Context: an optimization exercise on an open-source flow, tuned for small area, a short achievable clock period and few clock cycles per item. The choices shown serve that exercise and are no tape-out recipe.
Only simulation tests tie the RTL to the original design; equivalence was not proved.
Power is estimated from default activity; no workload was simulated.

[flow/config.mk]
export PLATFORM = sky130hd
export DESIGN_NAME = priority_tune_note_sequencer_unit
export DESIGN_NICKNAME = priority_tune_note_sequencer_unit
export VERILOG_FILES = /design/flow/design.v
export SDC_FILE = /design/flow/constraint.sdc
export NUM_CORES = 4
export LEC_CHECK = 0
export ABC_AREA = 1
export CAP_MARGIN = 20
export CORE_MARGIN = 2
export CORE_UTILIZATION = 40
export CTS_CLUSTER_DIAMETER = 80
export CTS_CLUSTER_SIZE = 24
export SETUP_SLACK_MARGIN = 3.5
export SLEW_MARGIN = 20
[flow/constraint.sdc]
create_clock -name core_clock -period 6.0 [get_ports {clk}]
set_input_delay 1.2000 -clock core_clock [delete_from_list [all_inputs] [get_ports {clk}]]
set_output_delay 1.2000 -clock core_clock [all_outputs]
set_load 0.01 [all_outputs]
[flow/design.v]
`default_nettype none
package ptns_pkg;
    localparam int TUNE_DEPTH_DEFAULT = 64;
    localparam int WORD_W     = 32;
    localparam int HALF_W     = 16;
    localparam int BYTE_W     = 8;
    localparam int CMD_W      = 2;
    localparam int VOLUME_W   = 2;
    localparam int ELAPSED_W  = 18;
    localparam int CFG_IDX_W  = 1;
    localparam int CFG_DATA_W = 16;
    localparam int DIV_STEPS  = 16;
    localparam int DIV_CNT_W  = $clog2(DIV_STEPS + 1);
    localparam logic [HALF_W-1:0]    TONE_CLOCK    = 16'd50000;
    localparam logic [HALF_W-1:0]    STOP_COMPARE  = 16'd5001;
    localparam logic [HALF_W-1:0]    STOP_PERIOD   = 16'd5000;
    localparam logic [HALF_W-1:0]    FIXED_COMPARE = 16'd5000;
    localparam logic [HALF_W-1:0]    PERIOD_RESET  = 16'd999;
    localparam logic [HALF_W-1:0]    COMPARE_RESET = 16'd500;
    localparam logic [ELAPSED_W-1:0] ELAPSED_MAX   = 18'h3FFFF;
    localparam logic [VOLUME_W-1:0]  VOLUME_RESET  = 2'd3;
    localparam logic [HALF_W-1:0]    PAUSE_RESET   = 16'd1;
    localparam logic [VOLUME_W-1:0] VOL_FIXED   = 2'd0;
    localparam logic [VOLUME_W-1:0] VOL_EIGHTH  = 2'd1;
    localparam logic [VOLUME_W-1:0] VOL_QUARTER = 2'd2;
    localparam logic [VOLUME_W-1:0] VOL_HALF    = 2'd3;
    localparam logic [CFG_IDX_W-1:0] CFG_VOLUME = 1'd0;
    localparam logic [CFG_IDX_W-1:0] CFG_PAUSE  = 1'd1;
    typedef enum logic [CMD_W-1:0] {
        CMD_LOAD = 2'd0,
        CMD_PLAY = 2'd1,
        CMD_TICK = 2'd2
    } cmd_code_t;
    typedef struct packed {
        logic [CMD_W-1:0]  command;
        logic [BYTE_W-1:0] word_address;
        logic [WORD_W-1:0] note_word;
        logic [BYTE_W-1:0] tune_start;
        logic [BYTE_W-1:0] request_priority;
    } in_item_t;
    typedef struct packed {
        logic              timer_enable;
        logic [HALF_W-1:0] period;
        logic [HALF_W-1:0] compare;
        logic              counter_restart;
        logic              pin_forced_low;
        logic              note_active;
        logic [BYTE_W-1:0] current_priority;
        logic [BYTE_W-1:0] note_index;
    } out_item_t;
    typedef struct packed {
        logic latch_in;
        logic play_take;
        logic tick_count;
        logic stop;
        logic addr_fetch;
        logic addr_load;
        logic reduce_step;
        logic mem_write;
        logic mem_read;
        logic apply_note;
        logic div_start;
        logic div_step;
        logic div_finish;
        logic out_load;
    } ctl_cmd_t;
    typedef struct packed {
        cmd_code_t command;
        logic      prio_ok;
        logic      expire;
        logic      addr_over;
        logic      tone_normal;
        logic      div_done;
        logic      out_busy;
    } ctl_status_t;
endpackage
`default_nettype wire
`default_nettype none
module ptns_ram #(
    parameter int WIDTH = 32,
    parameter int DEPTH = 64
) (
    input  wire logic              clk,
    input  wire logic [DEPTH/8-1:0] wg,    
    input  wire logic [DEPTH-1:0]  sel,
    input  wire logic [WIDTH-1:0]  wdata,
    output logic      [WIDTH-1:0]  rdata
);
    logic [WIDTH-1:0] mem [DEPTH];
    always_ff @(posedge clk)
    begin
        for (int i = 0; i < DEPTH; i++)
        begin
            if (wg[i / 8] && sel[i])
            begin
                mem[i] <= wdata;
            end
        end
    end
    always_comb
    begin
        rdata = '0;
        for (int i = 0; i < DEPTH; i++)
        begin
            rdata = rdata | (mem[i] & {WIDTH{sel[i]}});
        end
    end
endmodule
`default_nettype wire
`default_nettype none
module ptns_div (
    input  wire logic        clk,
    input  wire logic        rst_n,
    input  wire logic        start,
    input  wire logic [15:0] tone,
    output logic             hit,      
    output logic             done,
    output logic             last,     
    output logic [15:0]      quo,
    output logic [15:0]      quo_next  
);
    localparam logic [15:0] N = 16'd50000;
    logic        have_q;
    logic [15:0] d1_q;
    logic [17:0] d3_q;
    logic [15:0] rem_q;
    logic [15:0] quo_q;
    logic [3:0]  cnt_q;
    logic [2:0]  skip;
    always_comb
    begin
        skip = 3'd0;
        for (int i = 1; i < 8; i++)
        begin
            if ((tone >> (2 * i)) != 16'd0) skip = 3'(i);
        end
    end
    logic [15:0] rem0;
    logic [15:0] quo0;
    always_comb
    begin
        case (skip)
            3'd0:    begin rem0 = 16'd0;            quo0 = N;        end
            3'd1:    begin rem0 = 16'(N >> 14);     quo0 = N << 2;   end
            3'd2:    begin rem0 = 16'(N >> 12);     quo0 = N << 4;   end
            3'd3:    begin rem0 = 16'(N >> 10);     quo0 = N << 6;   end
            3'd4:    begin rem0 = 16'(N >> 8);      quo0 = N << 8;   end
            3'd5:    begin rem0 = 16'(N >> 6);      quo0 = N << 10;  end
            3'd6:    begin rem0 = 16'(N >> 4);      quo0 = N << 12;  end
            default: begin rem0 = 16'(N >> 2);      quo0 = N << 14;  end
        endcase
    end
    logic [17:0] x;
    logic [18:0] s1, s2, s3;
    assign x  = {rem_q, quo_q[15:14]};
    assign s1 = {1'b0, x} - {3'b0, d1_q};
    assign s2 = {1'b0, x} - {2'b0, d1_q, 1'b0};
    assign s3 = {1'b0, x} - {1'b0, d3_q};
    logic [15:0] rem_n;
    logic [1:0]  dig;
    always_comb
    begin
        if (!s3[18])
        begin
            rem_n = s3[15:0];
            dig   = 2'd3;
        end
        else if (!s2[18])
        begin
            rem_n = s2[15:0];
            dig   = 2'd2;
        end
        else if (!s1[18])
        begin
            rem_n = s1[15:0];
            dig   = 2'd1;
        end
        else
        begin
            rem_n = x[15:0];
            dig   = 2'd0;
        end
    end
    always_ff @(posedge clk)
    begin
        rem_q <= start ? rem0 : rem_n;
    end
    always_ff @(posedge clk)
    begin
        if (start)
        begin
            d1_q  <= tone;
            d3_q  <= {2'b0, tone} + {1'b0, tone, 1'b0};
            quo_q <= quo0;
        end
        else if (cnt_q != '0)
        begin
            quo_q <= {quo_q[13:0], dig};
        end
    end
    always_ff @(posedge clk or negedge rst_n)
    begin
        if (!rst_n)
        begin
            have_q <= 1'b0;
            cnt_q  <= '0;
        end
        else if (start)
        begin
            have_q <= 1'b1;
            cnt_q  <= 4'd8 - {1'b0, skip};
        end
        else if (cnt_q != '0)
        begin
            cnt_q <= cnt_q - 1'b1;
        end
    end
    assign hit  = have_q && (tone == d1_q);
    assign done     = (cnt_q == '0);
    assign last     = (cnt_q == 4'd1);
    assign quo      = quo_q;
    assign quo_next = {quo_q[13:0], dig};
endmodule
`default_nettype wire
`default_nettype none
module priority_tune_note_sequencer_unit #(
    parameter int TUNE_DEPTH = ptns_pkg::TUNE_DEPTH_DEFAULT
) (
    input  wire logic        clk,
    input  wire logic        rst_n,
    input  wire logic        req_valid,
    output logic             req_ready,
    input  wire logic [1:0]  req_command,
    input  wire logic [7:0]  req_word_address,
    input  wire logic [31:0] req_note_word,
    input  wire logic [7:0]  req_tune_start,
    input  wire logic [7:0]  req_request_priority,
    output logic             rsp_valid,
    input  wire logic        rsp_ready,
    output logic             rsp_timer_enable,
    output logic [15:0]      rsp_period,
    output logic [15:0]      rsp_compare,
    output logic             rsp_counter_restart,
    output logic             rsp_pin_forced_low,
    output logic             rsp_note_active,
    output logic [7:0]       rsp_current_priority,
    output logic [7:0]       rsp_note_index,
    input  wire logic        cfg_valid,
    output logic             cfg_ready,
    input  wire logic        cfg_index,
    input  wire logic [15:0] cfg_data
);
    localparam int DLY = 5;
    localparam logic [1:0] C_LOAD = 2'd0;
    localparam logic [1:0] C_PLAY = 2'd1;
    localparam logic [1:0] C_TICK = 2'd2;
    localparam logic [1:0] A_NONE   = 2'd0;    
    localparam logic [1:0] A_HALT   = 2'd1;    
    localparam logic [1:0] A_PAUSE  = 2'd2;    
    localparam logic [1:0] A_NORMAL = 2'd3;    
    localparam int RW = 20;
    logic [1:0]  volume_q;
    logic [15:0] pause_q;
    always_ff @(posedge clk or negedge rst_n)
    begin
        if (!rst_n)
        begin
            volume_q <= 2'd3;
            pause_q  <= 16'd1;
        end
        else if (cfg_valid)
        begin
            if (cfg_index) pause_q  <= cfg_data;
            else           volume_q <= cfg_data[1:0];
        end
    end
    assign cfg_ready = 1'b1;
    logic fs;        
    logic bs;        
    logic        sk_v;
    logic [1:0]  sk_cmd;
    logic [5:0]  sk_a;
    logic [31:0] sk_d;
    logic        r1_v;
    logic [1:0]  r1_cmd;
    logic [5:0]  r1_a;       
    logic [63:0] r1_sel;     
    logic [7:0]  r1_wg;      
    logic [31:0] r1_d;
    logic        acc;
    logic [5:0]  in_a;
    logic [31:0] in_d;
    logic [1:0]  nx_cmd;
    logic [5:0]  nx_a;
    logic [5:0]  naddr_q;    
    assign req_ready = !sk_v;
    assign acc       = req_valid && !sk_v;
    assign in_a      = (req_command == C_PLAY) ? req_tune_start[5:0] : req_word_address[5:0];
    assign in_d      = {req_note_word[31:8],
                        (req_command == C_LOAD) ? req_note_word[7:0] : req_request_priority};
    assign nx_cmd    = sk_v ? sk_cmd : req_command;
    assign nx_a      = nx_cmd[1] ? naddr_q : (sk_v ? sk_a : in_a);
    always_ff @(posedge clk or negedge rst_n)
    begin
        if (!rst_n)
        begin
            sk_v <= 1'b0;
            r1_v <= 1'b0;
        end
        else if (!fs)
        begin
            sk_v <= 1'b0;
            r1_v <= sk_v || acc;
        end
        else if (acc)
        begin
            sk_v <= 1'b1;
        end
    end
    always_ff @(posedge clk)
    begin
        if (!sk_v)
        begin
            sk_cmd <= req_command;
            sk_a   <= in_a;
            sk_d   <= in_d;
        end
        if (!fs)
        begin
            r1_cmd <= nx_cmd;
            r1_a   <= nx_a;
            r1_sel <= 64'd1 << nx_a;
            r1_wg  <= ((sk_v || acc) && (nx_cmd == C_LOAD)) ? (8'd1 << nx_a[5:3]) : 8'd0;
            r1_d   <= sk_v ? sk_d : in_d;
        end
    end
    logic [31:0] rd_data;
    ptns_ram #(
        .WIDTH (32),
        .DEPTH (TUNE_DEPTH)
    ) u_tune_ram (
        .clk   (clk),
        .wg    (r1_wg),
        .sel   (r1_sel),
        .wdata (r1_d),
        .rdata (rd_data)
    );
    logic        r2_v;
    logic [1:0]  r2_cmd;
    logic [5:0]  r2_ts;
    logic [7:0]  r2_prio;
    logic [31:0] r2_w;
    always_ff @(posedge clk or negedge rst_n)
    begin
        if (!rst_n)
        begin
            r2_v <= 1'b0;
        end
        else if (!fs)
        begin
            r2_v <= r1_v;
        end
    end
    always_ff @(posedge clk)
    begin
        if (!fs)
        begin
            r2_cmd  <= r1_cmd;
            r2_ts   <= r1_a;
            r2_prio <= r1_d[7:0];
            r2_w    <= rd_data;
        end
    end
    logic [7:0]  prio_q;
    logic [7:0]  index_q;
    logic        active_q;   
    logic [16:0] left_q;     
    logic        end_q;      
    logic [15:0] tone;
    logic [15:0] wlen;
    logic        is_play;
    logic        is_tick;
    logic        note;
    logic        tone_zero;
    logic        tone_pause;
    logic        normal;
    logic        fire;
    logic        need_div;   
    logic        div_hit;
    logic        hz;
    assign tone       = r2_w[31:16];
    assign wlen       = r2_w[15:0];
    assign is_play    = (r2_cmd == C_PLAY);
    assign is_tick    = (r2_cmd == C_TICK);
    assign note       = (is_play && (r2_prio >= prio_q)) || (is_tick && end_q);
    assign tone_zero  = (tone == '0);
    assign tone_pause = (tone == pause_q);
    assign normal     = note && !tone_zero && !tone_pause;
    assign hz         = r2_v && normal && !div_hit && need_div;
    assign fs         = bs || hz;
    assign fire       = r2_v && !fs;
    logic [RW-1:0] rec;
    logic [1:0]    rec_action;
    logic          rec_active;
    logic [7:0]    rec_prio;
    logic [7:0]    rec_index;
    always_comb
    begin
        rec_action = A_NONE;
        rec_active = active_q;
        rec_prio   = prio_q;
        rec_index  = index_q;
        if (note)
        begin
            rec_index  = is_play ? 8'd1 : index_q + 8'd1;
            rec_prio   = (wlen == '0) ? 8'd0 : (is_play ? r2_prio : prio_q);
            rec_active = !tone_zero && (wlen != '0);
            if (tone_zero || (is_tick && tone_pause))
            begin
                rec_action = A_HALT;
            end
            else if (tone_pause)
            begin
                rec_action = A_PAUSE;
            end
            else
            begin
                rec_action = A_NORMAL;
            end
        end
    end
    assign rec = {rec_action, is_tick, rec_active, rec_prio, rec_index};
    always_ff @(posedge clk or negedge rst_n)
    begin
        if (!rst_n)
        begin
            prio_q   <= '0;
            index_q  <= '0;
            active_q <= 1'b0;
            end_q    <= 1'b0;
        end
        else if (fire)
        begin
            prio_q   <= rec_prio;
            index_q  <= rec_index;
            active_q <= rec_active;
            if (note)
            begin
                end_q <= 1'b0;
            end
            else if (is_tick && active_q)
            begin
                end_q <= (left_q == 17'd1);
            end
        end
    end
    always_ff @(posedge clk or negedge rst_n)
    begin
        if (!rst_n)
        begin
            naddr_q <= '0;
        end
        else if (fire && note)
        begin
            naddr_q <= (is_play ? r2_ts : naddr_q) + 6'd1;
        end
    end
    always_ff @(posedge clk)
    begin
        if (fire)
        begin
            if (note)
            begin
                left_q  <= {wlen, 1'b0};
            end
            else if (is_tick)
            begin
                left_q  <= left_q - 17'd1;
            end
        end
    end
    logic        div_done;
    logic        div_last;
    logic [15:0] div_q;
    logic [15:0] div_q_next;
    logic        div_start;
    logic        qh_v;       
    logic [15:0] qh_q;
    logic        o_take_normal;
    logic [DLY-1:0] d_v;
    logic [DLY-1:0] d_normal;
    logic        nrec_any;   
    logic        nrec_two;   
    always_comb
    begin
        nrec_any = 1'b0;
        nrec_two = 1'b0;
        for (int i = 0; i < DLY; i++)
        begin
            nrec_two = nrec_two || (nrec_any && d_normal[i]);
            nrec_any = nrec_any || d_normal[i];
        end
    end
    assign need_div  = nrec_two || (nrec_any && !qh_v);
    assign div_start = r2_v && !div_hit && !need_div
                    && (normal || (r2_cmd[1] && !note && !tone_zero && !tone_pause));
    ptns_div u_div (
        .clk   (clk),
        .rst_n (rst_n),
        .start (div_start),
        .tone  (tone),
        .hit   (div_hit),
        .done     (div_done),
        .last     (div_last),
        .quo      (div_q),
        .quo_next (div_q_next)
    );
    always_ff @(posedge clk or negedge rst_n)
    begin
        if (!rst_n)
        begin
            qh_v <= 1'b0;
        end
        else if (o_take_normal)
        begin
            qh_v <= 1'b0;
        end
        else if (!qh_v && nrec_any && (div_done || div_last))
        begin
            qh_v <= 1'b1;
        end
    end
    always_ff @(posedge clk)
    begin
        if (!qh_v)
        begin
            qh_q <= div_done ? div_q : div_q_next;
        end
    end
    logic [DLY*RW-1:0] d_rec;
    always_ff @(posedge clk or negedge rst_n)
    begin
        if (!rst_n)
        begin
            d_v      <= '0;
            d_normal <= '0;
        end
        else if (!bs)
        begin
            d_v      <= {d_v[DLY-2:0], fire};
            d_normal <= {d_normal[DLY-2:0], fire && normal};
        end
    end
    always_ff @(posedge clk)
    begin
        if (!bs)
        begin
            d_rec <= {d_rec[(DLY-1)*RW-1:0], rec};
        end
    end
    logic [RW-1:0] head;
    logic [1:0]    head_action;
    logic          head_v;
    logic          o_v;
    logic          o_running;
    logic          o_restart;
    logic          o_stop;
    logic          o_active;
    logic [7:0]    o_prio;
    logic [7:0]    o_index;
    logic [15:0]   o_period;
    logic [15:0]   o_compare;
    logic          o_load;
    assign head          = d_rec[DLY*RW-1 -: RW];
    assign head_action   = head[19:18];
    assign head_v        = d_v[DLY-1];
    assign bs            = (o_v && !rsp_ready) || (d_normal[DLY-1] && !qh_v);
    assign o_load        = !bs && head_v;
    assign o_take_normal = !bs && d_normal[DLY-1];
    always_ff @(posedge clk or negedge rst_n)
    begin
        if (!rst_n)
        begin
            o_v       <= 1'b0;
            o_running <= 1'b0;
            o_period  <= 16'd999;
            o_compare <= 16'd500;
        end
        else
        begin
            o_v <= bs ? (o_v && !rsp_ready) : head_v;
            if (o_load)
            begin
                case (head_action)
                    A_HALT:
                    begin
                        o_running <= 1'b0;
                        o_period  <= 16'd5000;
                        o_compare <= 16'd5001;
                    end
                    A_PAUSE:
                    begin
                        o_running <= 1'b0;
                        o_compare <= 16'd5001;
                    end
                    A_NORMAL:
                    begin
                        o_running <= 1'b1;
                        o_period  <= qh_q;
                        case (volume_q)
                            2'd0:    o_compare <= 16'd5000;
                            2'd1:    o_compare <= qh_q >> 3;
                            2'd2:    o_compare <= qh_q >> 2;
                            default: o_compare <= qh_q >> 1;
                        endcase
                    end
                    default: ;
                endcase
            end
        end
    end
    always_ff @(posedge clk)
    begin
        if (o_load)
        begin
            o_restart <= (head_action == A_HALT) || (head_action == A_NORMAL);
            o_stop    <= (head_action == A_HALT) || ((head_action == A_NORMAL) && head[17]);
            o_active  <= head[16];
            o_prio    <= head[15:8];
            o_index   <= head[7:0];
        end
    end
    assign rsp_valid            = o_v;
    assign rsp_timer_enable     = o_running;
    assign rsp_period           = o_period;
    assign rsp_compare          = o_compare;
    assign rsp_counter_restart  = o_restart;
    assign rsp_pin_forced_low   = o_stop;
    assign rsp_note_active      = o_active;
    assign rsp_current_priority = o_prio;
    assign rsp_note_index       = o_index;
endmodule
`default_nettype wire
[flow/run.sh]
#!/bin/bash
# synth_recipe.tcl (not shown) runs the flow's synth.tcl, then flattens the netlist and writes it again
# the make line also repeats each setting of config.mk as NAME=value (left out here)
make -C /OpenROAD-flow-scripts/flow DESIGN_CONFIG=/design/flow/config.mk WORK_HOME=/design/flow/orfs CLKGATE_MAP_FILE= SYNTH_SCRIPT=/design/flow/synth_recipe.tcl finish
==> impl_metrics.yaml, run 1 <==
power_and_ir_drop:
  internal_power_mw: 36.5
  p_per_area_nw_per_um2: 520
  switchingPower_mw: 23.9
  p_leak_nw: 40.7
  switching_share: 0.396
  power.sequential.fraction: 0.443
  clkPwrFrac: 0.171
  peakVddDrop_mv: 0.477
  p_total_mw: 60.5
  power.share.combinational: 0.386
die:
  floorplan.core_area_um2: 245000
  num_io_pins: 135
  floorplan.initialDensity: 0.401
  std_cell_rows: 182
  die-width_um: 500
  die_height_um: 500
  die-area_um2: 250000
layout:
  filler_cell_count: 20999
  final_layout_size_suffix_gt1_frac: 0.162
  finish.cell_count_without_fillers: 11271
  area_growth_syn_to_layout_pct: 18.0
  stdcell_area_um2: 116000
  finalCoreUtilization: 0.473
  finish.net_count: 8152
sta:
  slew_viol_final: 0
  setup_viol: 0
  period_minus_slack_ns: 2.94
  final.setup.worst_slack_ns: 3.06
  layout_worst_path_cycle_share: 0.490
  rsz_0062_raised_after_global_routing: "true"
  fin_setup_tns_ns: 0
  max_slew.worst_pin.slew_ns: 1.20
  fmaxAchievable_mhz: 340
  worst_clock_skew_ns: 0.0526
  slew_headroom: 0.202
  fin_worst_hold_slack_ns: 0.421
  finalHoldViolations: 0
grt:
  wire_length_of_the_first_global_routing_pass_um: 515000
  vias_in_the_first_global_route: 61746
  grt_util_all_layers: 0.301
  antenna_found_initial: 27
  overflow: 0
  pin_count_of_the_biggest_net_entering_global_routing: 66
yosys:
  synth-seq-cells: 2559
  async_reset_ff_frac: 0.0367
  post-synth-top-area-fraction: 0.734
  synth.area.top_cells: "sky130_fd_sc_hd__edfxtp_1 (73%), sky130_fd_sc_hd__nand2_1 (9.6%), sky130_fd_sc_hd__nand4_1 (3.3%), sky130_fd_sc_hd__dfrtp_1 (2.0%), sky130_fd_sc_hd__ha_1 (1.2%)"
  gate_count_of_the_mapped_netlist: 7403
  netlist.top_cell.by_area: "sky130_fd_sc_hd__edfxtp_1"
  number_of_flops_mapped_to_enable_cells_by_yosys: 2409
  synth.cell_area_um2: 98500
  post_synth_num_cell_types: 61
  post_synthesis_net_count: 7581
  synth_top_flop_cell: "sky130_fd_sc_hd__edfxtp_1"
  ys.warnings.count: 4
  synth_seq_area_share: 0.770
  synth_area_per_cell_um2: 13.3
setup_path:
  worst-endpoint-arrival_ns: 3.21
  crit_required_ns: 6.27
  worstPathCellList: "buf_6 > buf_6 > buf_12 > buf_16 > nand2_4 > nand4_1 > nor3_2 > nor4b_4 > nand4_1"
  crit-reg2reg-launch: "r1_sel[1]$_SDFFCE_PP0N_"
  cp_num_cells: 9
  slowest_delay_ns: 0.79
  critical_path.max_fanout: 4
  r2r_slack_ns: 3.06
  timing.setup.critical_path_class: "register to register"
  worst_setup_path_endpoint: "r2_w[31]$_DFFE_PN_"
  setup.worst_path.start: "r1_sel[1]$_SDFFCE_PP0N_"
  critical_path.top_delay_family: "simple AND/OR/NAND/NOR gates"
  worst_r2r_endpoint: "r2_w[31]$_DFFE_PN_"
  rr_worst_depth: 9
  critical_path_capture_point_type: "register"
  crit_slowest_cell: "sky130_fd_sc_hd__nand4_1"
  critical_path.n_buffers_inverters: 4
  cp-start-kind: "register"
placed_design:
  placed_area_um2: 105000
  dp_slack_ns: 1.57
  buffer_ports.inserted: 128
  global_placer_s_final_weighted_congestion: 0.905
  dpl.hpwl_um: 209000
  placed_cells_incl_taps: 10667
run_status:
  status: "finished clean"
drt:
  drtIter0Drc: 14313
  drt-wirelength-per-cell_um: 34.9
  detail_route.vias_per_cell: 6.14
  route.antenna.remaining_nets: 0
  routed_wirelength_um: 393000
  remaining_drc_errors: 0
  firstDrtPassIters: 9
  num_vias: 69259
clocking:
  tritoncts: "done"
  cts-buffers-inserted: 132
  ctsRootBufferMaster: "sky130_fd_sc_hd__clkbuf_16"
  clock_tree.htree_level_count: 4
  clk_latency_ns: 0.86
  clkSlewWorstSetupHoldPaths_ns: 0.10
  cts.sinks: 2559
  cts.hold.buffers_added: 0
  max-clock-path-buffers: 3
hold_path:
  worst_hold_path_type: "register to register"
run:
  cap_viol_max_count: 0
==> worst min path at each step <==
stage	start	endpoint	slack (ns)	cells after the start
after floorplan	d_rec[0]$_DFFE_PN_	d_rec[20]$_DFFE_PN_	0.40	0
after global placement	d_rec[17]$_DFFE_PN_	d_rec[37]$_DFFE_PN_	0.40	0
after detailed placement	d_rec[17]$_DFFE_PN_	d_rec[37]$_DFFE_PN_	0.40	0
after CTS	rst_n	index_q[1]$_DFFE_PN0P_	0.40	1
after global routing	d_rec[94]$_DFFE_PN_	o_prio[6]$_DFFE_PP_	0.42	0
final	d_rec[94]$_DFFE_PN_	o_prio[6]$_DFFE_PP_	0.42	0
==> sequential cells by signal, indices dropped and copies added, names as in the netlist, 17 cells and up <==
name            cells
u_div.d3_q         18
left_q             17
r1_d               32
r1_sel             64
u_tune_ram.mem   2048
r2_w               32
d_rec             100
sk_d               32
==> worst reg2reg max path: cells and delay by family (launching register included) <==
| family | cells | cell delay (ns) |
|---|---|---|
| flip-flops | 1 | 0.44 |
| AND/OR/NAND/NOR | 5 | 1.36 |
| buffers and inverters | 4 | 0.54 |
==> area by class of cell <==
class	count	area [µm²]	area share
Inverter	317	1370	0.0118
Clock buffer	161	3550	0.0305
Timing Repair Buffer	737	8540	0.0735
Clock inverter	37	452	0.00389
Multi-Input combinational cell	4217	22300	0.192
Antenna cell	13	32.5	0.000280
Tap cell	3220	4030	0.0347
Sequential cell	2559	75800	0.652
Timing Repair inverter	10	120	0.00103
==> cells in the final DEF (no fill, tap or decap), types with 64 or more instances in the layout <==
cell and n:
sky130_fd_sc_hd__inv_2 76, sky130_fd_sc_hd__o21ai_0 116, sky130_fd_sc_hd__a22o_1 89, sky130_fd_sc_hd__nor3_1 87
sky130_fd_sc_hd__buf_6 101, sky130_fd_sc_hd__nand3_1 90, sky130_fd_sc_hd__nand4_1 516, sky130_fd_sc_hd__a21oi_1 128
sky130_fd_sc_hd__buf_12 101, sky130_fd_sc_hd__clkbuf_16 160, sky130_fd_sc_hd__clkdlybuf4s50_1 74, sky130_fd_sc_hd__nand2_1 2434
sky130_fd_sc_hd__edfxtp_1 2409, sky130_fd_sc_hd__dfrtp_1 76, sky130_fd_sc_hd__ha_1 64, sky130_fd_sc_hd__nor2_1 154
sky130_fd_sc_hd__buf_4 347, sky130_fd_sc_hd__inv_1 201
==> synthesized netlist by cell type, types with 6 or more instances <==
cell type,number
sky130_fd_sc_hd__nand3_1,105
sky130_fd_sc_hd__nor2_1,181
sky130_fd_sc_hd__a21oi_1,137
sky130_fd_sc_hd__buf_1,6
sky130_fd_sc_hd__ha_1,94
sky130_fd_sc_hd__a21o_1,8
sky130_fd_sc_hd__buf_6,8
sky130_fd_sc_hd__buf_2,16
sky130_fd_sc_hd__o21ai_1,9
sky130_fd_sc_hd__nand2_2,6
sky130_fd_sc_hd__clkbuf_1,273
sky130_fd_sc_hd__dfxtp_1,56
sky130_fd_sc_hd__dfstp_2,17
sky130_fd_sc_hd__nor3b_1,8
sky130_fd_sc_hd__o21ai_0,156
sky130_fd_sc_hd__mux2_2,6
sky130_fd_sc_hd__inv_1,309
sky130_fd_sc_hd__xor2_1,37
sky130_fd_sc_hd__clkbuf_2,8
sky130_fd_sc_hd__nor3_1,112
sky130_fd_sc_hd__edfxtp_1,2409
sky130_fd_sc_hd__nor4b_1,11
sky130_fd_sc_hd__dfrtp_1,77
sky130_fd_sc_hd__buf_4,7
sky130_fd_sc_hd__a221oi_1,8
sky130_fd_sc_hd__nand3b_1,10
sky130_fd_sc_hd__o22ai_1,6
sky130_fd_sc_hd__a22o_1,90
sky130_fd_sc_hd__nand4_1,516
sky130_fd_sc_hd__xnor2_1,24
sky130_fd_sc_hd__nand2_1,2508
sky130_fd_sc_hd__o211ai_1,11
sky130_fd_sc_hd__a31oi_1,13
sky130_fd_sc_hd__nor4_1,98
==> timing repair <==
| item | in CTS | in global routing |
|---|---|---|
| gates cloned | 31 | 37 |
| pin swaps | 79 | 114 |
| resized for setup | 678 | 408 |
| endpoints found under the setup margin | 1366 | 550 |
| setup buffers | 205 | 120 |
==> power by group through the flow <==
stage	registers, mW	logic (mW)	clock network (mW)
6_report	26.8	23.4	10.3
3_3_place_gp	27.2	17.3	0
5_1_grt	27.0	23.6	10.9
4_1_cts	26.7	20.3	10.3
3_5_place_dp	27.2	17.5	0
2_1_floorplan	27.8	7.63	0
==> logic make-up (layout without fill, tap and decap cells) <==
kind of cell,count (synthesis),after routing,synth area share
AO/OA/AOI/OAI,464,464,0.0288
XOR/XNOR,61,61,0.00542
adder cells (fa/ha/maj),98,98,0.0127
buffers and inverters,635,1262,0.0254
flip-flops,2559,2559,0.770
multiplexers,6,6,0.000686
other,2,15,0.0000762
AND/OR/NAND/NOR,3578,3586,0.157
==> metal layers <==
metal  global-route usage  wire length, µm  part of all wire
met3                0.103            62700              0.16
met2                0.445           169000              0.43
met5                    0              342           0.00087
met1                0.390           135000              0.34
met4                0.162            26500             0.067
Testbench counts, summed over its fixed seeds: cycles 6,297, items 6,112.
==> run 2: changes to the inputs <==
--- a/flow/design.v
+++ b/flow/design.v
@@ -278,4 +278,5 @@
     logic fs;        
     logic bs;        
+    logic        rdy_q;      
     logic        sk_v;
     logic [1:0]  sk_cmd;
@@ -294,6 +295,7 @@
     logic [5:0]  nx_a;
     logic [5:0]  naddr_q;    
-    assign req_ready = !sk_v;
-    assign acc       = req_valid && !sk_v;
+    assign sk_v      = !rdy_q;
+    assign req_ready = rdy_q;
+    assign acc       = req_valid && rdy_q;
     assign in_a      = (req_command == C_PLAY) ? req_tune_start[5:0] : req_word_address[5:0];
     assign in_d      = {req_note_word[31:8],
@@ -305,15 +307,15 @@
         if (!rst_n)
         begin
-            sk_v <= 1'b0;
-            r1_v <= 1'b0;
+            rdy_q <= 1'b1;
+            r1_v  <= 1'b0;
         end
         else if (!fs)
         begin
-            sk_v <= 1'b0;
-            r1_v <= sk_v || acc;
+            rdy_q <= 1'b1;
+            r1_v  <= sk_v || acc;
         end
         else if (acc)
         begin
-            sk_v <= 1'b1;
+            rdy_q <= 1'b0;
         end
     end
==> run 2 against run 1 <==
  * Still clean on timing, DRC and antenna
  * Register-to-register slack improved by 0.23 ns
  * Clock skew shrank 0.011 ns
  * Global-route usage down 2.9 points
  * Synthesized cell count is 0.91% lower
  * Die area about the same
  * Highest routed layer unchanged
==> impl_metrics.yaml, run 2 <==
die:
  std_cell_rows: 182
  die-width_um: 500
  die-area_um2: 250000
  num_io_pins: 135
  floorplan.initialDensity: 0.401
  die_height_um: 500
  floorplan.core_area_um2: 245000
clocking:
  clkSlewWorstSetupHoldPaths_ns: 0.09
  cts.hold.buffers_added: 0
  tritoncts: "done"
  max-clock-path-buffers: 3
  clock_tree.htree_level_count: 4
  clk_latency_ns: 0.84
  cts.sinks: 2559
  cts-buffers-inserted: 132
  ctsRootBufferMaster: "sky130_fd_sc_hd__clkbuf_16"
yosys:
  post-synth-top-count-cell: "sky130_fd_sc_hd__edfxtp_1"
  synth.area.top_cells: "sky130_fd_sc_hd__edfxtp_1 (73%), sky130_fd_sc_hd__nand2_1 (9.0%), sky130_fd_sc_hd__nand4_1 (2.8%), sky130_fd_sc_hd__dfrtp_1 (1.9%), sky130_fd_sc_hd__a22o_1 (1.2%)"
  post_synthesis_net_count: 7514
  synth.cell_area_um2: 98500
  ys.warnings.count: 4
  number_of_flops_mapped_to_enable_cells_by_yosys: 2409
  netlist.top_cell.by_area: "sky130_fd_sc_hd__edfxtp_1"
  post-synth-top-area-fraction: 0.734
  synth_top_flop_cell: "sky130_fd_sc_hd__edfxtp_1"
  synth_seq_area_share: 0.770
  synthTopCellsByCount: "sky130_fd_sc_hd__edfxtp_1 (2409), sky130_fd_sc_hd__nand2_1 (2366), sky130_fd_sc_hd__nand4_1 (434)"
  post_synth_num_cell_types: 62
  async_reset_ff_frac: 0.0367
  synth-seq-cells: 2559
  gate_count_of_the_mapped_netlist: 7336
  synth_area_per_cell_um2: 13.4
setup_path:
  cp-start-kind: "register"
  critical_path.n_buffers_inverters: 1
  slowest_delay_ns: 0.64
  timing.setup.critical_path_class: "register to primary output"
  critical_path_capture_point_type: "primary output"
  crit_slowest_cell: "sky130_fd_sc_hd__dfstp_4"
  crit_required_ns: 4.80
  critical_path.max_fanout: 3
  worstPathCellList: "buf_6"
  worst-endpoint-arrival_ns: 1.56
  critical_path.top_delay_family: "flip-flops"
sta:
  fmaxAchievable_mhz: 363
  layout_worst_path_cycle_share: 0.459
  slew_headroom: 0.287
  finalHoldViolations: 0
  rsz_0062_raised_after_global_routing: "true"
  slew_viol_final: 0
  max_slew.worst_pin.slew_ns: 1.07
  fin_worst_hold_slack_ns: 0.422
  period_minus_slack_ns: 2.76
  setup_viol: 0
  worst_clock_skew_ns: 0.0419
  fin_setup_tns_ns: 0
grt:
  pin_count_of_the_biggest_net_entering_global_routing: 66
  antenna_found_initial: 19
  wire_length_of_the_first_global_routing_pass_um: 471000
  vias_in_the_first_global_route: 59671
  grt_util_all_layers: 0.271
  overflow: 0
power_and_ir_drop:
  peakVddDrop_mv: 0.412
  p_leak_nw: 39.9
  p_per_area_nw_per_um2: 521
  p_total_mw: 59.4
layout:
  largest_reg_flops: 2048
  layout.area.seq_um2: 75800
  final_cell_mix: "sky130_fd_sc_hd__edfxtp_1 (2409), sky130_fd_sc_hd__nand2_1 (2318), sky130_fd_sc_hd__nand4_1 (434)"
  reg.largest.list: "u_tune_ram.mem: 2048 flops, d_rec: 100 flops, r1_sel: 64 flops"
  layout.cells.most_common: "sky130_fd_sc_hd__edfxtp_1"
  area_growth_syn_to_layout_pct: 15.8
  finish.net_count: 8027
  final_layout_size_suffix_gt1_frac: 0.146
  largest_register: "u_tune_ram.mem"
  filler_cell_count: 21293
  multiInputGateArea_um2: 21900
drt:
  drtIter0Drc: 11315
  drt-wirelength-per-cell_um: 31.8
  remaining_drc_errors: 0
  firstDrtPassIters: 9
  detail_route.vias_per_cell: 5.89
  routed_wirelength_um: 354000
  num_vias: 65539
  route.antenna.remaining_nets: 0
run:
  cap_viol_max_count: 0
run_status:
  status: "finished clean"
placed_design:
  buffer_ports.inserted: 128
  global_placer_s_final_weighted_congestion: 0.929
  dpl.hpwl_um: 193000
hold_path:
  worst_hold_path_type: "register to register"
[run 2: changes by cell type after synthesis, sizes merged, moves of 8 or more]
| cell | change |
|---|---|
| o21ai | +16 |
| nor4 | -18 |
| clkbuf | -35 |
| nand4 | -82 |
| nand3 | +55 |
| nand3b | +9 |
| a31oi | -8 |
| and3 | +8 |
| a22o | +45 |
| nor3 | +12 |
| nand2 | -136 |
| buf | +18 |
| a21oi | +32 |
| a2111oi | +10 |
[run 2: final timing paths]
check,endpoint,start,depth (start not counted),slack (ns)
max reg2reg,r2_w[2]$_DFFE_PP_,r1_sel[61]$_SDFFCE_PN0P_,5,3.29
min reg2reg,d_rec[47]$_DFFE_PN_,d_rec[27]$_DFFE_PN_,0,0.42
min,d_rec[47]$_DFFE_PN_,d_rec[27]$_DFFE_PN_,0,0.42
max,req_ready,rdy_q$_DFFE_PN1P_,1,3.24
max in group asynchronous,o_v$_DFF_PN0_,rst_n,2,4.42
min in group asynchronous,r1_v$_DFFE_PN0P_,rst_n,1,0.44
[run 2: area by class of cell]
| type | count | share of cell area |
|---|---|---|
| clock buffers | 158 | 0.0309 |
| repair buffers | 668 | 0.0621 |
| flip-flops and latches | 2559 | 0.665 |
| clock inverters | 24 | 0.00247 |
| well taps | 3220 | 0.0353 |
| inverters | 319 | 0.0116 |
| diodes | 10 | 0.000219 |
| repair inverters | 7 | 0.000713 |
| multi-input cells | 4162 | 0.192 |
[run 2: where the power goes]
group	switching (mW)	total, mW	internal, mW	leakage, nW
clock network	5.73	10.0	4.27	1.86
registers	1.24	26.8	25.6	23.7
logic	16.6	22.6	6.09	14.3
[run 2: what timing repair did]
item | in CTS | in global routing
cloned | 24 | 19
pin swaps | 61 | 91
resized for setup | 562 | 301
buffers inserted | 163 | 113
setup endpoints to repair | 841 | 482
[run 2: logic make-up (layout without fill, tap and decap cells)]
logic type                 after synthesis  after routing  synth area share
and+or+nand+nor                       3418           3423             0.150
buffers and inverters                  620           1176            0.0248
other                                    2             12         0.0000762
AOI/OAI and AO/OA                      568            568            0.0365
xor gates and xnor gates                65             65           0.00578
muxes                                    6              6          0.000686
DFF                                   2559           2559             0.770
adders and majority gates               98             98            0.0127
[run 2: per-layer routing]
metal  share of wire  vias up  global-route usage
li1                -    27309                   -
met1            0.35    32601               0.349
met2            0.45     4621               0.426
met3            0.14      998              0.0735
met4           0.060       10               0.132
met5         0.00019        -                   0
[run 2: metrics by stage]
step / utilization / cells / cell area (µm²) / setup WS, ns
final: 0.465 / 11127 / 114000 / 3.24
after global routing: 0.465 / 11118 / 114000 / 3.20
after CTS: 0.454 / 10985 / 112000 / 3.20
after detailed placement: 0.426 / 10616 / 105000 / 1.48
after global placement: 0.426 / 10615 / 105000 / 1.50
after floorplan: - / 7336 / 98600 / 1.54
Testbench counts of run 2, summed over its fixed seeds: cycles 6,297, items 6,112.
==> run 3: changes to the inputs <==
--- a/flow/design.v
+++ b/flow/design.v
@@ -399,5 +399,5 @@
     assign tone_pause = (tone == pause_q);
     assign normal     = note && !tone_zero && !tone_pause;
-    assign hz         = r2_v && normal && !div_hit && need_div;
+    assign hz         = r2_v && note && need_div;
     assign fs         = bs || hz;
     assign fire       = r2_v && !fs;
==> run 3 against run 2 <==
  * Via count increased by 5.1%
  * Critical path depth increased by 1
  * Clock power about the same
  * Clock-buffer cell count decreased by 10
  * Critical endpoint unchanged
  * Core utilization decreased by 0.25 points
  * Highest routed layer unchanged
  * Critical path type unchanged
  * Global-route usage increased by 2.3 points
  * First-iteration DRC count increased by 19%
==> impl_metrics.yaml, run 3 <==
grt:
  grt_use_met3: 0.0860
  gr-usage-met1: 0.394
  gr-usage-met2: 0.439
  globalRoute.busiestLayer: "met2"
  vias_in_the_first_global_route: 61154
  overflow: 0
  grt_util_all_layers: 0.294
  antenna_found_initial: 22
  wire_length_of_the_first_global_routing_pass_um: 506000
  pin_count_of_the_biggest_net_entering_global_routing: 77
placed_design:
  global_placer_s_final_weighted_congestion: 0.907
  dpl.hpwl_um: 211000
  dp_slack_ns: 1.78
  placed_area_um2: 105000
  buffer_ports.inserted: 128
die:
  die_height_um: 501
  die-width_um: 501
  num_io_pins: 135
  std_cell_rows: 182
  floorplan.initialDensity: 0.402
  die-area_um2: 251000
  floorplan.core_area_um2: 246000
sta:
  period_minus_slack_ns: 2.80
  slew_viol_final: 0
  final.setup.worst_slack_ns: 3.20
  setup_viol: 0
  worst_clock_skew_ns: 0.0494
  finalHoldViolations: 0
  max_slew.worst_pin.slew_ns: 1.20
  slew_headroom: 0.197
  fin_setup_tns_ns: 0
  layout_worst_path_cycle_share: 0.466
  fmaxAchievable_mhz: 358
  rsz_0062_raised_after_global_routing: "true"
setup_path:
  r2r_slack_ns: 3.23
  cp_num_cells: 2
  critical_path.top_delay_family: "flip-flops"
  worst-endpoint-arrival_ns: 1.60
  slowest_delay_ns: 0.56
  critical_path.max_fanout: 3
  rr_worst_depth: 8
  crit_slowest_cell: "sky130_fd_sc_hd__dfstp_2"
  critical_path.n_buffers_inverters: 2
  timing.setup.critical_path_class: "register to primary output"
  cp-start-kind: "register"
  critical_path_capture_point_type: "primary output"
  crit_required_ns: 4.80
  worstPathCellList: "buf_12 > buf_6"
hold_path:
  worst_hold_path_type: "register to register"
  worst_hold_path.num_cells: 0
yosys:
  netlist.top_cell.by_area: "sky130_fd_sc_hd__edfxtp_1"
  async_reset_ff_frac: 0.0367
  post_synth_num_cell_types: 57
  synth-seq-cells: 2559
  post-synth-top-count-cell: "sky130_fd_sc_hd__nand2_1"
  post-synth-top-area-fraction: 0.731
  post_synthesis_net_count: 7718
  synth_area_per_cell_um2: 13.1
  synth_seq_area_share: 0.766
  synth_top_flop_cell: "sky130_fd_sc_hd__edfxtp_1"
  ys.warnings.count: 4
  synth.area.top_cells: "sky130_fd_sc_hd__edfxtp_1 (73%), sky130_fd_sc_hd__nand2_1 (9.7%), sky130_fd_sc_hd__nand4_1 (3.2%), sky130_fd_sc_hd__dfrtp_1 (1.9%), sky130_fd_sc_hd__inv_1 (1.4%)"
  synth.cell_area_um2: 99000
  gate_count_of_the_mapped_netlist: 7540
  synthTopCellsByCount: "sky130_fd_sc_hd__nand2_1 (2557), sky130_fd_sc_hd__edfxtp_1 (2409), sky130_fd_sc_hd__nand4_1 (506)"
  number_of_flops_mapped_to_enable_cells_by_yosys: 2409
clocking:
  tritoncts: "done"
  cts.sinks: 2559
  ctsRootBufferMaster: "sky130_fd_sc_hd__clkbuf_16"
  clk_latency_ns: 0.84
  max-clock-path-buffers: 3
  clock_tree.htree_level_count: 4
  cts.hold.buffers_added: 0
  cts-buffers-inserted: 131
  clkSlewWorstSetupHoldPaths_ns: 0.09
layout:
  reg.largest.list: "u_tune_ram.mem: 2048 flops, d_rec: 100 flops, r1_sel: 64 flops"
  largest_reg_flops: 2048
  area_growth_syn_to_layout_pct: 14.8
  largest_register: "u_tune_ram.mem"
  finalCoreUtilization: 0.462
  multiInputGateArea_um2: 21900
  stdcell_area_um2: 114000
  final_cell_mix: "sky130_fd_sc_hd__nand2_1 (2516), sky130_fd_sc_hd__edfxtp_1 (2409), sky130_fd_sc_hd__nand4_1 (506)"
  finish.net_count: 8195
  layout.cells.most_common: "sky130_fd_sc_hd__nand2_1"
  layout.area.seq_um2: 75800
  filler_cell_count: 21502
  final_layout_size_suffix_gt1_frac: 0.135
drt:
  routed_wirelength_um: 383000
  route.antenna.remaining_nets: 0
  drtIter0Drc: 13477
  num_vias: 68852
  remaining_drc_errors: 0
  firstDrtPassIters: 10
  detail_route.vias_per_cell: 6.09
  drt-wirelength-per-cell_um: 33.9
power_and_ir_drop:
  p_leak_nw: 40.0
  p_per_area_nw_per_um2: 493
  peakVddDrop_mv: 0.348
  p_total_mw: 56.1
run_status:
  status: "finished clean"
run:
  cap_viol_max_count: 0
==> run 3: path summary, 6_finish.rpt <==
kind	start	end
setup reg to reg	r1_sel[57]$_SDFFCE_PN0P_	r2_w[31]$_DFFE_PP_
hold / removal	d_rec[50]$_DFFE_PN_	d_rec[70]$_DFFE_PN_
max in group asynchronous	rst_n	volume_q[1]$_DFFE_PN1P_
setup / recovery	rdy_q$_DFFE_PN1P_	req_ready
hold reg to reg	d_rec[50]$_DFFE_PN_	d_rec[70]$_DFFE_PN_
min in group asynchronous	rst_n	naddr_q[2]$_DFFE_PN0P_
==> run 3: kinds of logic (layout without fill, tap and decap cells) <==
family / after synthesis / in the layout / share of synthesized area
AO/OA/AOI/OAI: 454 / 456 / 0.0292
XOR/XNOR: 58 / 58 / 0.00513
adder cells (fa/ha/maj): 98 / 98 / 0.0127
buffers and inverters: 674 / 1191 / 0.0263
flip-flops: 2559 / 2559 / 0.766
multiplexers: 1 / 1 / 0.000114
other: 2 / 19 / 0.0000759
AND/OR/NAND/NOR: 3694 / 3695 / 0.160
==> run 3: repair_timing <==
action | in CTS | in global routing
gates cloned | 13 | 13
setup endpoints to repair | 1151 | 508
gates resized for setup | 510 | 251
pin swaps | 57 | 82
setup buffers | 156 | 98
==> run 3: through the flow <==
stage	cells	hold slack, ns
after detailed placement	10824	0.405
final	11297	0.410
after floorplan	7540	0.400
after CTS	11169	0.405
after global placement	10820	0.401
after global routing	11280	0.410
==> run 3: area by class of cell <==
| type | instances | share of cell area |
|---|---|---|
| flip-flops and latches | 2559 | 0.667 |
| multi-input cells | 4310 | 0.192 |
| repair buffers | 628 | 0.0571 |
| well taps | 3220 | 0.0354 |
| clock buffers | 148 | 0.0303 |
| inverters | 378 | 0.0140 |
| clock inverters | 28 | 0.00250 |
| repair inverters | 9 | 0.000672 |
| diodes | 17 | 0.000374 |
==> run 3: worst register-to-register path, delay by kind of cell, from the launching register on <==
family	cells	cell delay, ns
compound gates	1	0.51
buf+inv	2	0.35
flops	1	0.37
simple gates	5	1.14
==> run 3: report_power, final <==
part	total, mW	switching [mW]	internal, mW	leakage (nW)
registers	26.5	1.18	25.3	23.7
clock network	9.90	5.65	4.25	1.82
logic	19.7	14.5	5.13	14.5
total	56.1	21.4	34.7	40.0
==> run 3: routing by layer <==
layer  routed length [µm]  vias to the layer above  part of all wire
li1                     -                    27729                 -
met1               136000                    34025              0.36
met2               164000                     5862              0.43
met3                59400                     1220              0.16
met4                23100                       16             0.060
met5                  107                        -           0.00028
Testbench counts of run 3, summed over its fixed seeds: cycles 6,300, items 6,112.
==> run 4: changes to the inputs <==
--- a/flow/design.v
+++ b/flow/design.v
@@ -251,5 +251,5 @@
     input  wire logic [15:0] cfg_data
 );
-    localparam int DLY = 5;
+    localparam int DLY = 4;
     localparam logic [1:0] C_LOAD = 2'd0;
     localparam logic [1:0] C_PLAY = 2'd1;
@@ -399,5 +399,5 @@
     assign tone_pause = (tone == pause_q);
     assign normal     = note && !tone_zero && !tone_pause;
-    assign hz         = r2_v && note && need_div;
+    assign hz         = r2_v && normal && !div_hit && need_div;
     assign fs         = bs || hz;
     assign fire       = r2_v && !fs;
==> run 4 against run 3 <==
  * Still clean
  * Hold slack lost 0.042 ns
  * Sequential share of layout area shrank 2.1 points
  * Combinational power increased by 32%
  * Fmax decreased by 2.0%
  * Core utilization grew 1.2 points
  * Largest cell class unchanged
==> impl_metrics.yaml, run 4 <==
run_status:
  status: "finished clean"
grt:
  overflow: 0
  wire_length_of_the_first_global_routing_pass_um: 519000
  vias_in_the_first_global_route: 62737
  antenna_found_initial: 26
  pin_count_of_the_biggest_net_entering_global_routing: 66
  grt_util_all_layers: 0.302
setup_path:
  crit_top_cell: "sky130_fd_sc_hd__nand4_1"
  crit_required_ns: 6.34
  cp-start-kind: "register"
  timing.setup.critical_path_class: "register to register"
  worst-endpoint-arrival_ns: 3.19
  critical_path.top_delay_family: "simple AND/OR/NAND/NOR gates"
  slowest_delay_ns: 0.58
  critical_path_capture_point_type: "register"
  crit_slowest_cell: "sky130_fd_sc_hd__nand4_1"
  critical_path.n_buffers_inverters: 2
  critical_path.max_fanout: 4
  worstPathCellList: "buf_12 > clkbuf_16 > nand2_1 > nand4_1 > nor4_4 > and3_4 > nand4_1"
hold_path:
  worst_hold_path_type: "input port to async pin"
yosys:
  post-synth-top-count-cell: "sky130_fd_sc_hd__nand2_1"
  gate_count_of_the_mapped_netlist: 7521
  synth.area.mux_share: 0.000102
  netlist.top_cell.by_area: "sky130_fd_sc_hd__edfxtp_1"
  ys.warnings.count: 4
  synth.cell_area_um2: 98500
  number_of_flops_mapped_to_enable_cells_by_yosys: 2389
  simple_gate_area_share_of_the_yosys_netlist: 0.162
  synth-xor-area-share: 0.00507
  synth_area_per_cell_um2: 13.1
  synth_top_flop_cell: "sky130_fd_sc_hd__edfxtp_1"
  dominant_combinational_cell_family_by_area_after_synthesis: "simple AND/OR/NAND/NOR gates"
  synth_seq_area_share: 0.763
  post_synth_num_cell_types: 56
  synth-seq-cells: 2537
  post-synth-top-area-fraction: 0.728
  synthTopCellsByCount: "sky130_fd_sc_hd__nand2_1 (2520), sky130_fd_sc_hd__edfxtp_1 (2389), sky130_fd_sc_hd__nand4_1 (475)"
  synth.area.top_cells: "sky130_fd_sc_hd__edfxtp_1 (73%), sky130_fd_sc_hd__nand2_1 (9.6%), sky130_fd_sc_hd__nand4_1 (3.0%), sky130_fd_sc_hd__dfrtp_1 (1.9%), sky130_fd_sc_hd__inv_1 (1.2%)"
  area_fraction_in_compound_gates_after_synthesis: 0.0306
  async_reset_ff_frac: 0.0363
  post_synthesis_net_count: 7699
  yosys.area_share.adder: 0.0128
drt:
  routed_wirelength_um: 393000
  detail_route.vias_per_cell: 6.09
  num_vias: 69408
  remaining_drc_errors: 0
  route.antenna.remaining_nets: 0
  drtIter0Drc: 12961
  firstDrtPassIters: 9
  drt-wirelength-per-cell_um: 34.5
sta:
  fmaxAchievable_mhz: 351
  max_slew.worst_pin.slew_ns: 1.23
  slew_viol_final: 0
  period_minus_slack_ns: 2.85
  fin_setup_tns_ns: 0
  rsz_0062_raised_after_global_routing: "true"
  finalHoldViolations: 0
  layout_worst_path_cycle_share: 0.475
  setup_viol: 0
  slew_headroom: 0.178
  worst_clock_skew_ns: 0.0535
power_and_ir_drop:
  p_per_area_nw_per_um2: 543
  p_total_mw: 63.2
  power.sequential.fraction: 0.424
  switchingPower_mw: 25.9
  clkPwrFrac: 0.164
  p_leak_nw: 41.4
  internal_power_mw: 37.3
  power.share.combinational: 0.411
  peakVddDrop_mv: 0.417
  switching_share: 0.409
layout:
  largest_register: "u_tune_ram.mem"
  largest_reg_flops: 2048
  final_cell_mix: "sky130_fd_sc_hd__nand2_1 (2447), sky130_fd_sc_hd__edfxtp_1 (2389), sky130_fd_sc_hd__nand4_1 (475)"
  final_layout_size_suffix_gt1_frac: 0.165
  area_growth_syn_to_layout_pct: 18.1
  finish.net_count: 8289
  reg.largest.list: "u_tune_ram.mem: 2048 flops, d_rec: 80 flops, r1_sel: 64 flops"
  layout.cells.most_common: "sky130_fd_sc_hd__nand2_1"
placed_design:
  global_placer_s_final_weighted_congestion: 0.910
  dpl.hpwl_um: 211000
  buffer_ports.inserted: 128
clocking:
  tritoncts: "done"
  max-clock-path-buffers: 3
  cts.hold.buffers_added: 0
  clock_tree.htree_level_count: 4
  cts.sinks: 2537
  clk_latency_ns: 0.85
  cts-buffers-inserted: 132
  ctsRootBufferMaster: "sky130_fd_sc_hd__clkbuf_16"
  clkSlewWorstSetupHoldPaths_ns: 0.10
die:
  die_height_um: 500
  floorplan.core_area_um2: 245000
  num_io_pins: 135
  die-area_um2: 250000
  std_cell_rows: 182
  floorplan.initialDensity: 0.401
  die-width_um: 500
run:
  cap_viol_max_count: 0
==> run 4: cell count changes in the layout (fill, tap and decap cells not counted), sizes merged, moves of 11 or more <==
cell and change:
buf +131, nand3 +76, inv -65, a22o -49, clkinv +37, a21oi +35
a221oi +33, nand4 -31, nor3 -31, nand2 -25, edfxtp -20, nor4 +14
clkbuf +11
==> run 4: worst register-to-register path, stage by stage, from the launching register on <==
cell	delay [ns]
sky130_fd_sc_hd__edfxtp_1	0.48
sky130_fd_sc_hd__buf_12	0.18
sky130_fd_sc_hd__clkbuf_16	0.21
sky130_fd_sc_hd__nand2_1	0.08
sky130_fd_sc_hd__nand4_1	0.12
sky130_fd_sc_hd__nor4_4	0.40
sky130_fd_sc_hd__and3_4	0.31
sky130_fd_sc_hd__nand4_1	0.58
==> run 4: layer usage <==
metal,global-route usage,up-vias,share of wire
met5,0,-,0.0012
met4,0.163,30,0.072
met3,0.0931,1302,0.16
met2,0.455,5707,0.43
met1,0.392,34352,0.34
li1,-,28017,-
==> run 4: logic make-up (layout without fill, tap and decap cells) <==
| logic type | after synthesis | after routing |
|---|---|---|
| compound gates | 482 | 482 |
| xor+xnor | 57 | 57 |
| fa+ha+maj | 98 | 98 |
| buf+inv | 661 | 1303 |
| flops | 2537 | 2537 |
| mux | 1 | 1 |
| other cells | 2 | 17 |
| simple gates | 3683 | 3688 |
==> run 4: final cells by class <==
cell class / count / area, µm²
Fill cell: 21057 / 129000
Sequential cell: 2537 / 75200
Clock buffer: 155 / 3520
Timing Repair Buffer: 763 / 8830
Antenna cell: 15 / 37.5
Inverter: 341 / 1460
Multi-Input combinational cell: 4328 / 22700
Tap cell: 3220 / 4030
Clock inverter: 36 / 523
Timing Repair inverter: 8 / 85.1
==> run 4: path summary, 6_finish.rpt <==
path / to / slack (ns) / depth (start not counted) / startpoint
min in group core_clock: d_rec[27]$_DFFE_PN_ / 0.41 / 0 / d_rec[7]$_DFFE_PN_
max in group asynchronous: pause_q[4]$_DFFE_PN0P_ / 4.41 / 2 / rst_n
setup / recovery: r2_w[1]$_DFFE_PP_ / 3.15 / 7 / r1_sel[39]$_SDFFCE_PN0P_
hold reg to reg: d_rec[27]$_DFFE_PN_ / 0.41 / 0 / d_rec[7]$_DFFE_PN_
setup reg to reg: r2_w[1]$_DFFE_PP_ / 3.15 / 7 / r1_sel[39]$_SDFFCE_PN0P_
hold / removal: index_q[4]$_DFFE_PN0P_ / 0.37 / 1 / rst_n
==> run 4: what timing repair did <==
action                                  in CTS  in global routing
cloned                                      57                 10
buffers inserted                           240                106
pin swaps                                   90                111
resized for setup                          731                337
endpoints found under the setup margin     989                580
==> run 4: power by group through the flow <==
stage | registers (mW) | clock network, mW | logic [mW]
floorplan | 27.7 | 0 | 8.61
global placement | 27.3 | 0 | 19.3
detailed placement | 27.3 | 0 | 19.5
CTS | 26.7 | 10.4 | 23.2
global route | 27.0 | 10.9 | 26.2
finish | 26.8 | 10.4 | 26.0
==> run 4: per-stage QoR <==
stage	area (µm²)	instances	utilization	hold slack, ns	worst slack (ns)
2_1_floorplan	98800	7521	-	0.400	3.40
3_5_place_dp	105000	10784	0.427	0.405	1.85
5_1_grt	116000	11390	0.474	0.383	3.09
4_1_cts	114000	11272	0.464	0.342	3.15
3_3_place_gp	105000	10784	0.427	0.401	1.89
6_report	116000	11403	0.474	0.367	3.15
Testbench counts of run 4, summed over its fixed seeds: cycles 6,326, items 6,112.
==> run 5: changes to the inputs <==
--- a/flow/design.v
+++ b/flow/design.v
@@ -251,5 +251,5 @@
     input  wire logic [15:0] cfg_data
 );
-    localparam int DLY = 4;
+    localparam int DLY = 5;
     localparam logic [1:0] C_LOAD = 2'd0;
     localparam logic [1:0] C_PLAY = 2'd1;
--- a/flow/config.mk
+++ b/flow/config.mk
@@ -10,6 +10,6 @@
 export CORE_MARGIN = 2
 export CORE_UTILIZATION = 40
-export CTS_CLUSTER_DIAMETER = 80
-export CTS_CLUSTER_SIZE = 24
+export CTS_CLUSTER_DIAMETER = 90
+export CTS_CLUSTER_SIZE = 28
 export SETUP_SLACK_MARGIN = 3.5
 export SLEW_MARGIN = 20
==> run 5 against run 4 <==
  * Non-clock buffer count shrank 112
  * First-iteration DRC count shrank 12%
  * Clock power shrank 14%
  * Critical path depth shrank 1
  * Highest routed layer unchanged
  * Setup slack gained 0.10 ns
  * Clock skew grew 0.018 ns
  * Largest cell class unchanged
  * Area after synthesis is essentially flat
==> impl_metrics.yaml, run 5 <==
run_status:
  status: "finished clean"
layout:
  final_layout_size_suffix_gt1_frac: 0.140
  largest_reg_flops: 2048
  largest_register: "u_tune_ram.mem"
  final_cell_mix: "sky130_fd_sc_hd__edfxtp_1 (2409), sky130_fd_sc_hd__nand2_1 (2320), sky130_fd_sc_hd__nand4_1 (434)"
  finalCoreUtilization: 0.461
  area_growth_syn_to_layout_pct: 14.9
  finish.net_count: 7982
  reg.largest.list: "u_tune_ram.mem: 2048 flops, d_rec: 100 flops, r1_sel: 64 flops"
  layout.cells.most_common: "sky130_fd_sc_hd__edfxtp_1"
sta:
  rsz_0062_raised_after_global_routing: "true"
  max_slew.worst_pin.slew_ns: 1.07
  worst_clock_skew_ns: 0.0713
  period_minus_slack_ns: 2.75
  setup_viol: 0
  layout_worst_path_cycle_share: 0.458
  final.setup.worst_slack_ns: 3.25
  fin_setup_tns_ns: 0
  finalHoldViolations: 0
  slew_viol_final: 0
  fmaxAchievable_mhz: 364
  slew_headroom: 0.285
drt:
  route.antenna.remaining_nets: 0
  drtIter0Drc: 11352
  detail_route.vias_per_cell: 5.88
  num_vias: 65173
  drt-wirelength-per-cell_um: 31.7
  remaining_drc_errors: 0
  firstDrtPassIters: 8
  routed_wirelength_um: 351000
grt:
  overflow: 0
  pin_count_of_the_biggest_net_entering_global_routing: 66
  vias_in_the_first_global_route: 59289
  antenna_found_initial: 22
  grt_util_all_layers: 0.270
  wire_length_of_the_first_global_routing_pass_um: 470000
clocking:
  cts-buffers-inserted: 104
  clk_latency_ns: 0.86
  tritoncts: "done"
  max-clock-path-buffers: 3
  cts.hold.buffers_added: 0
  clkSlewWorstSetupHoldPaths_ns: 0.12
  ctsRootBufferMaster: "sky130_fd_sc_hd__clkbuf_16"
  cts.sinks: 2559
  clock_tree.htree_level_count: 3
setup_path:
  critical_path_capture_point_type: "register"
  rr_worst_depth: 6
  worst-endpoint-arrival_ns: 3.18
  cp-start-kind: "register"
  worst_r2r_endpoint: "r2_w[11]$_DFFE_PP_"
  crit-reg2reg-launch: "r1_sel[62]$_SDFFCE_PN0P_"
  timing.setup.critical_path_class: "register to register"
  crit_required_ns: 6.43
  r2r_slack_ns: 3.25
  critical_path.max_fanout: 4
die:
  floorplan.core_area_um2: 245000
  die-area_um2: 250000
  die_height_um: 500
  std_cell_rows: 182
  die-width_um: 500
  num_io_pins: 135
  floorplan.initialDensity: 0.401
yosys:
  synth-seq-cells: 2559
  netlist.top_cell.by_area: "sky130_fd_sc_hd__edfxtp_1"
  number_of_flops_mapped_to_enable_cells_by_yosys: 2409
  post_synthesis_net_count: 7514
  synthTopCellsByCount: "sky130_fd_sc_hd__edfxtp_1 (2409), sky130_fd_sc_hd__nand2_1 (2366), sky130_fd_sc_hd__nand4_1 (434)"
  post-synth-top-count-cell: "sky130_fd_sc_hd__edfxtp_1"
  async_reset_ff_frac: 0.0367
  gate_count_of_the_mapped_netlist: 7336
  synth.area.top_cells: "sky130_fd_sc_hd__edfxtp_1 (73%), sky130_fd_sc_hd__nand2_1 (9.0%), sky130_fd_sc_hd__nand4_1 (2.8%), sky130_fd_sc_hd__dfrtp_1 (1.9%), sky130_fd_sc_hd__a22o_1 (1.2%)"
  synth_top_flop_cell: "sky130_fd_sc_hd__edfxtp_1"
  post-synth-top-area-fraction: 0.734
  synth_area_per_cell_um2: 13.4
  synth_seq_area_share: 0.770
  ys.warnings.count: 4
  post_synth_num_cell_types: 62
  synth.cell_area_um2: 98500
power_and_ir_drop:
  p_per_area_nw_per_um2: 514
  peakVddDrop_mv: 0.412
  p_leak_nw: 39.3
hold_path:
  worstHoldStart: "d_rec[87]$_DFFE_PN_"
  min_delay_worst_endpoint: "o_index[7]$_DFFE_PP_"
  worst_hold_path.num_cells: 0
  worst_hold_path_type: "register to register"
placed_design:
  global_placer_s_final_weighted_congestion: 0.929
  dpl.hpwl_um: 193000
  buffer_ports.inserted: 128
  dp_slack_ns: 1.48
run:
  cap_viol_max_count: 0
## run 5: changes by cell type in the layout (fill, tap and decap cells not counted), moves of 27 or more
cell / change
sky130_fd_sc_hd__a21oi_1: +34
sky130_fd_sc_hd__nand2_1: -127
sky130_fd_sc_hd__nor3_1: +34
sky130_fd_sc_hd__a221oi_1: -27
sky130_fd_sc_hd__buf_16: -36
sky130_fd_sc_hd__nand3_1: -32
sky130_fd_sc_hd__clkbuf_16: -27
sky130_fd_sc_hd__nand4_1: -41
sky130_fd_sc_hd__nor2_1: -31
sky130_fd_sc_hd__buf_6: -29
sky130_fd_sc_hd__a22o_1: +52
## run 5: how the worst max path moves through the flow
stage | start | to | slack, ns | cells after the start
2_1_floorplan | rsp_ready | left_q[0]$_SDFFCE_PN0P_ | 1.54 | 8
3_3_place_gp | rsp_ready | left_q[4]$_DFFE_PP_ | 1.50 | 9
3_5_place_dp | rsp_ready | left_q[14]$_DFFE_PP_ | 1.48 | 9
4_1_cts | rdy_q$_DFFE_PN1P_ | req_ready | 3.20 | 1
5_1_grt | rdy_q$_DFFE_PN1P_ | req_ready | 3.20 | 1
6_report | r1_sel[62]$_SDFFCE_PN0P_ | r2_w[11]$_DFFE_PP_ | 3.25 | 6
## run 5: layout make-up
type                            count  area (µm²)
Sequential cell                  2559       75900
Clock inverter                     16         264
Fill cell                       21368      132000
Multi-Input combinational cell   4163       22000
Timing Repair inverter              6        51.3
Timing Repair Buffer              651        6910
Antenna cell                        7        17.5
Tap cell                         3220        4030
Inverter                          319        1330
Clock buffer                      136        2790
## run 5: what timing repair did
action                     in CTS  in global routing
cloned                         25                 17
buffers inserted              163                 97
setup endpoints to repair     866                438
pin swaps                      57                101
resized for setup             564                285
## run 5: per-layer routing
metal,track usage,share of wire,vias up
li1,-,-,27203
met1,0.349,0.36,32588
met2,0.426,0.45,4395
met3,0.0712,0.13,963
met4,0.126,0.060,24
met5,0,0.00080,-
## run 5: power by group
part | total (mW) | switching [mW] | internal [mW]
clock network | 8.90 | 5.51 | 3.40
registers | 26.8 | 1.25 | 25.6
logic | 22.5 | 16.4 | 6.05
## run 5: kinds of logic after synthesis
kind of cell               share of synthesized area
muxes                                       0.000686
adders and majority gates                     0.0127
other                                      0.0000762
xor gates and xnor gates                     0.00578
buffers and inverters                         0.0248
AOI/OAI and AO/OA                             0.0365
DFF                                            0.770
and+or+nand+nor                                0.150
## run 5: per-stage QoR
stage	area, µm²	cells	hold slack (ns)	total power, mW
after detailed placement	105000	10616	0.405	45.3
after global placement	105000	10615	0.400	44.9
final	113000	11077	0.423	58.2
after floorplan	98600	7336	0.400	35.8
after CTS	111000	10956	0.425	55.9
after global routing	113000	11071	0.428	59.5
## run 5: critical path: stages (launching register included)
cell	delay [ns]
sky130_fd_sc_hd__edfxtp_1	0.59
sky130_fd_sc_hd__buf_12	0.22
sky130_fd_sc_hd__buf_4	0.17
sky130_fd_sc_hd__a22o_1	0.21
sky130_fd_sc_hd__nand3b_1	0.14
sky130_fd_sc_hd__nor4_1	0.44
sky130_fd_sc_hd__nand4_1	0.54
Testbench counts of run 5, summed over its fixed seeds: cycles 6,297, items 6,112.

==> re-timing with driven ports <==
No port has a modelled driver above. Below, the same layouts with a new extraction and two added sets of constraints. Step 1: set_driving_cell puts a clkbuf_16 on clk and a buf_2 on each other input, an assumption about the parent block. Step 2 adds t to the input delays and takes it off the output delays; t is the mean of the earliest and latest rising clock arrival at the registers after step 1. Input paths then give back, and output paths get back, about the clock's delay inside the block. Slacks: ideal ports / drivers / drivers and shift; pairs: ideal ports / drivers.
| run | t, ns | slack for setup (ns) | pins driven straight from the clock port |
|---|---|---|---|
| run 1 | 0.925 | 3.058 / 3.058 / 2.618 | 1 |
| run 2 | 0.914 | 3.244 / 3.151 / 2.824 | 1 |
| run 3 | 0.901 | 3.205 / 3.115 / 2.824 | 1 |
| run 4 | 0.927 | 3.148 / 3.098 / 2.759 | 1 |
| run 5 | 0.907 | 3.251 / 3.158 / 2.822 | 1 |
After both steps setup and hold are still met in every run listed. For run 1, which loses most, drivers alone change the setup slack by 0.000 ns; drivers and shift together by -0.440 ns.
